From an optimization exercise on the open Yosys and OpenROAD flow, aimed at small area, a short achievable clock period and few clock cycles per item; shortcuts taken in it are not production practice. Only simulation tests tie the RTL to the original design; equivalence was not proved. Power figures rest on the tool's default switching activity, not on a simulated workload.

== alpha ==
==> flow/design.v <==
`timescale 1ns / 1ps
package tcpqs_pkg;
    localparam int NUM_CLASSES = 3;
    localparam int ID_W        = 37;
    localparam int TOTAL_W     = 16;
    localparam int UPR_W       = 4;
    localparam int ITEM_W      = 40;
    localparam logic [0:0] REQ_ENQUEUE = 1'b0;
    localparam logic [0:0] REQ_SERVE   = 1'b1;
    localparam logic [1:0] CLASS_EMERGENCY = 2'd0;
    localparam logic [1:0] CLASS_URGENT    = 2'd1;
    localparam logic [1:0] CLASS_REGULAR   = 2'd2;
    localparam logic [1:0] CLASS_INVALID   = 2'd3;
    localparam logic [2:0] STATUS_ENQUEUED = 3'd0;
    localparam logic [2:0] STATUS_SERVED   = 3'd1;
    localparam logic [2:0] STATUS_EMPTY    = 3'd2;
    localparam logic [2:0] STATUS_FULL     = 3'd3;
    localparam logic [2:0] STATUS_INVALID  = 3'd4;
    localparam logic [TOTAL_W-1:0] COUNT_MAX = 16'hFFFF;
    localparam logic [UPR_W-1:0]   UPR_RESET = 4'd3;
endpackage
`timescale 1ns / 1ps
module tcpqs_ctrl
(
    input  logic                          clk,
    input  logic                          rst_n,
    input  logic                          in_valid,
    output logic                          in_ready,
    input  logic [tcpqs_pkg::ITEM_W-1:0]  in_item,
    input  logic                          fire,
    output logic                          stg_valid,
    output logic [tcpqs_pkg::ITEM_W-1:0]  stg_item
);
    logic                          skid_valid;
    logic [tcpqs_pkg::ITEM_W-1:0]  skid_item;
    logic                          accept;
    logic                          stg_open;
    logic                          in_ready_reg;
    assign in_ready = in_ready_reg;
    assign accept   = in_valid && in_ready_reg;
    assign stg_open = fire || !stg_valid;
    always_ff @(posedge clk)
    begin
        if (stg_open)
        begin
            stg_item <= skid_valid ? skid_item : in_item;
        end
        if (!stg_open && !skid_valid)
        begin
            skid_item <= in_item;
        end
    end
    always_ff @(posedge clk or negedge rst_n)
    begin
        if (!rst_n)
        begin
            stg_valid    <= 1'b0;
            skid_valid   <= 1'b0;
            in_ready_reg <= 1'b0;
        end
        else
        begin
            if (stg_open)
            begin
                stg_valid  <= skid_valid || accept;
                skid_valid <= 1'b0;
            end
            else if (accept)
            begin
                skid_valid <= 1'b1;
            end
            in_ready_reg <= stg_open || !(skid_valid || accept);
        end
    end
endmodule
`timescale 1ns / 1ps
module tcpqs_dp #(
    parameter int QUEUE_DEPTH = 16
)
(
    input  logic                            clk,
    input  logic                            rst_n,
    input  logic                            exec,
    input  logic [tcpqs_pkg::ITEM_W-1:0]    stg_item,
    input  logic                            cfg_wr_en,
    input  logic [tcpqs_pkg::UPR_W-1:0]     cfg_wr_data,
    output logic [89:0]                     out_item
);
    localparam int NC    = tcpqs_pkg::NUM_CLASSES;
    localparam int TW    = tcpqs_pkg::TOTAL_W;
    localparam int IW    = tcpqs_pkg::ID_W;
    localparam int UW    = tcpqs_pkg::UPR_W;
    localparam int QD    = QUEUE_DEPTH;
    logic [IW-1:0]            slot [NC][QD];
    logic [NC-1:0][QD-1:0]    head_sel;    
    logic [NC-1:0]            empty;
    logic [NC-1:0]            full;
    logic [NC-1:0][TW-1:0]    total;
    logic [UW-1:0]            streak;
    logic [UW-1:0]            ratio;
    logic                     streak_low;  
    logic [NC-1:0]            serve_pick;  
    logic [2:0]               res_status;
    logic [1:0]               res_class;
    logic [IW-1:0]            res_id;
    logic [NC-1:0][QD-1:0]    head_sel_n;
    logic [NC-1:0]            empty_n;
    logic [NC-1:0]            full_n;
    logic [NC-1:0][TW-1:0]    total_n;
    logic [UW-1:0]            streak_n;
    logic [UW-1:0]            ratio_n;
    logic                     streak_low_n;
    logic [NC-1:0]            serve_pick_n;
    logic                     upd_low;
    logic                     hold_low;
    logic [NC-1:0]            upd_pick;
    logic [NC-1:0]            hold_pick;
    logic                     req_serve;
    logic [1:0]               cls;
    logic [IW-1:0]            id;
    logic [NC-1:0]            enq;       
    logic [NC-1:0]            shift;     
    logic [NC-1:0]            deq;       
    logic [NC-1:0][IW-1:0]    head;
    logic [NC-1:0]            last_one;  
    logic [NC-1:0]            one_free;  
    logic [2:0]               status_n;
    logic [1:0]               class_n;
    logic [IW-1:0]            id_n;
    assign req_serve = stg_item[39];
    assign cls       = stg_item[38:37];
    assign id        = stg_item[IW-1:0];
    always_comb
    begin
        for (int c = 0; c < NC; c++)
        begin
            enq[c]  = !req_serve && (cls == 2'(c)) && !full[c];
            deq[c]  = req_serve && serve_pick[c];
            shift[c] = exec && enq[c];
            head[c]  = '0;
            for (int i = 0; i < QD; i++)
            begin
                head[c] = head[c] | ({IW{head_sel[c][i]}} & slot[c][i]);
            end
            last_one[c] = head_sel[c][0];
            one_free[c] = head_sel[c][QD-2] && !empty[c];    
        end
    end
    always_comb
    begin
        if (req_serve)
        begin
            status_n = (|serve_pick) ? tcpqs_pkg::STATUS_SERVED : tcpqs_pkg::STATUS_EMPTY;
        end
        else if (cls == tcpqs_pkg::CLASS_INVALID)
        begin
            status_n = tcpqs_pkg::STATUS_INVALID;
        end
        else if (full[cls])
        begin
            status_n = tcpqs_pkg::STATUS_FULL;
        end
        else
        begin
            status_n = tcpqs_pkg::STATUS_ENQUEUED;
        end
        class_n = {deq[2], deq[1]};
        id_n    = ({IW{deq[0]}} & head[0]) | ({IW{deq[1]}} & head[1])
                | ({IW{deq[2]}} & head[2]);
    end
    always_comb
    begin
        head_sel_n = head_sel;
        empty_n  = empty;
        full_n   = full;
        total_n  = total;
        streak_n = streak;
        for (int c = 0; c < NC; c++)
        begin
            if (enq[c])
            begin
                head_sel_n[c] = empty[c] ? QD'(1) : head_sel[c] << 1;
                empty_n[c] = 1'b0;
                full_n[c]  = one_free[c];
            end
            if (deq[c])
            begin
                head_sel_n[c] = head_sel[c] >> 1;
                full_n[c]  = 1'b0;
                empty_n[c] = last_one[c];
                if (total[c] != tcpqs_pkg::COUNT_MAX)
                begin
                    total_n[c] = total[c] + TW'(1);
                end
            end
        end
        if (deq[1])
        begin
            if (streak_low)
            begin
                streak_n = streak + UW'(1);
            end
        end
        else if (deq[2])
        begin
            streak_n = '0;
        end
        ratio_n = cfg_wr_en ? cfg_wr_data : ratio;
        upd_low     = streak_n < ratio_n;
        upd_pick[0] = !empty_n[0];
        upd_pick[1] = empty_n[0] && !empty_n[1] && (upd_low || empty_n[2]);
        upd_pick[2] = empty_n[0] && !empty_n[2] && (empty_n[1] || !upd_low);
        hold_low     = streak < ratio_n;
        hold_pick[0] = !empty[0];
        hold_pick[1] = empty[0] && !empty[1] && (hold_low || empty[2]);
        hold_pick[2] = empty[0] && !empty[2] && (empty[1] || !hold_low);
        streak_low_n = exec ? upd_low : hold_low;
        serve_pick_n = exec ? upd_pick : hold_pick;
    end
    always_ff @(posedge clk)
    begin
        if (exec)
        begin
            head_sel <= head_sel_n;
        end
    end
    always_ff @(posedge clk)
    begin
        for (int c = 0; c < NC; c++)
        begin
            if (shift[c])
            begin
                slot[c][0] <= id;
                for (int i = 1; i < QD; i++)
                begin
                    slot[c][i] <= slot[c][i-1];
                end
            end
        end
    end
    always_ff @(posedge clk or negedge rst_n)
    begin
        if (!rst_n)
        begin
            res_status <= tcpqs_pkg::STATUS_ENQUEUED;
            res_class  <= tcpqs_pkg::CLASS_EMERGENCY;
            res_id     <= '0;
        end
        else if (exec)
        begin
            res_status <= status_n;
            res_class  <= class_n;
            res_id     <= id_n;
        end
    end
    always_ff @(posedge clk or negedge rst_n)
    begin
        if (!rst_n)
        begin
            empty      <= '1;
            full       <= '0;
            total      <= '0;
            streak     <= '0;
            ratio      <= tcpqs_pkg::UPR_RESET;
            streak_low <= 1'b1;
            serve_pick <= '0;
        end
        else
        begin
            if (exec)
            begin
                empty  <= empty_n;
                full   <= full_n;
                total  <= total_n;
                streak <= streak_n;
            end
            ratio      <= ratio_n;
            streak_low <= streak_low_n;
            serve_pick <= serve_pick_n;
        end
    end
    assign out_item = {res_status, res_class, res_id, total[0], total[1], total[2]};
endmodule
`timescale 1ns / 1ps
module three_class_priority_queue_scheduler #(
    parameter int QUEUE_DEPTH = 16
)
(
    input  logic                          clk,
    input  logic                          rst_n,
    input  logic                          in_valid,
    output logic                          in_ready,
    input  logic [39:0]                   in_item,
    output logic                          out_valid,
    input  logic                          out_ready,
    output logic [89:0]                   out_item,
    input  logic                          cfg_wr_en,
    input  logic [tcpqs_pkg::UPR_W-1:0]   cfg_wr_data
);
    logic        stg_valid;
    logic [39:0] stg_item;
    logic        fire;
    logic        out_valid_reg;     
    logic        out_empty;         
    assign fire      = stg_valid && (out_empty || out_ready);
    assign out_valid = out_valid_reg;
    always_ff @(posedge clk or negedge rst_n)
    begin
        if (!rst_n)
        begin
            out_valid_reg <= 1'b0;
            out_empty     <= 1'b1;
        end
        else if (fire)
        begin
            out_valid_reg <= 1'b1;
            out_empty     <= 1'b0;
        end
        else if (out_ready)
        begin
            out_valid_reg <= 1'b0;
            out_empty     <= 1'b1;
        end
    end
    tcpqs_ctrl u_ctrl
    (
        .clk       (clk),
        .rst_n     (rst_n),
        .in_valid  (in_valid),
        .in_ready  (in_ready),
        .in_item   (in_item),
        .fire      (fire),
        .stg_valid (stg_valid),
        .stg_item  (stg_item)
    );
    tcpqs_dp #(
        .QUEUE_DEPTH (QUEUE_DEPTH)
    ) u_dp
    (
        .clk         (clk),
        .rst_n       (rst_n),
        .exec        (fire),
        .stg_item    (stg_item),
        .cfg_wr_en   (cfg_wr_en),
        .cfg_wr_data (cfg_wr_data),
        .out_item    (out_item)
    );
endmodule
Settings: LEC_CHECK=0, CAP_MARGIN=20, CORE_MARGIN=2, CORE_UTILIZATION=70, CTS_BUF_LIST=sky130_fd_sc_hd__clkbuf_16, CTS_CLUSTER_DIAMETER=110, CTS_CLUSTER_SIZE=25, GPL_TIMING_DRIVEN=0, PLACE_DENSITY=0.8, SETUP_SLACK_MARGIN=4.0, SLEW_MARGIN=20, TNS_END_PERCENT=5; clock period 6.5 ns.
run.sh (not shown) runs the stock make flow with config.mk's settings and CLKGATE_MAP_FILE= SYNTH_SCRIPT=/design/flow/synth_recipe.tcl, a recipe that flattens the netlist after the stock synthesis.
Testbench counts of alpha, summed over its fixed seeds: cycles 16,016, items 16,000.
The inputs of beta differ from those of alpha as listed below.
--- a/flow/config.mk
+++ b/flow/config.mk
@@ -12,3 +12,2 @@
-export CTS_CLUSTER_DIAMETER = 110
-export CTS_CLUSTER_SIZE = 25
-export GPL_TIMING_DRIVEN = 0
+export CTS_CLUSTER_DIAMETER = 120
+export CTS_CLUSTER_SIZE = 28
### Flow results
Relative to alpha, signed area change from the synthesized netlist to the final layout has gone down in beta. alpha reports its startpoint of the most critical setup path as u_dp.head_sel[38] while beta reports u_dp.res_id[10]. Number of instances in the placed design: beta vs alpha down 229. out_item[58] as the capture point of the worst path was reported by beta, and u_dp.res_id[25] by alpha. beta consumes less power than alpha does. beta leaves more setup margin than alpha.

[afterwards: timing with drivers on the ports]
No port has a modelled driver above. Below, the same layouts with a new extraction and two added sets of constraints. Step 1: set_driving_cell puts a clkbuf_16 on clk and a buf_2 on each other input, an assumption about the parent block. Step 2 moves the port delays by t, midway between the first and last clock arrival at a register: inputs arrive t later, outputs are due t later. That takes back most of the time a late clock gives input paths. a / b / c = ideal ports / drivers / drivers and shift; a / b = the first two.
run | t (ns) | setup slack, ns | worst setup path after step 2 | worst register clock-pin slew, ns | pins driven straight from the clock port
alpha | 0.801 | 3.706 / 3.677 / 3.030 | input to register | 0.11 / 0.11 | 1
beta | 0.762 | 3.841 / 3.767 / 3.259 | input to register | 0.11 / 0.11 | 1
After both steps every run listed still meets setup and hold. For alpha, which loses most, drivers alone change the setup slack by -0.029 ns; drivers and shift together by -0.676 ns.
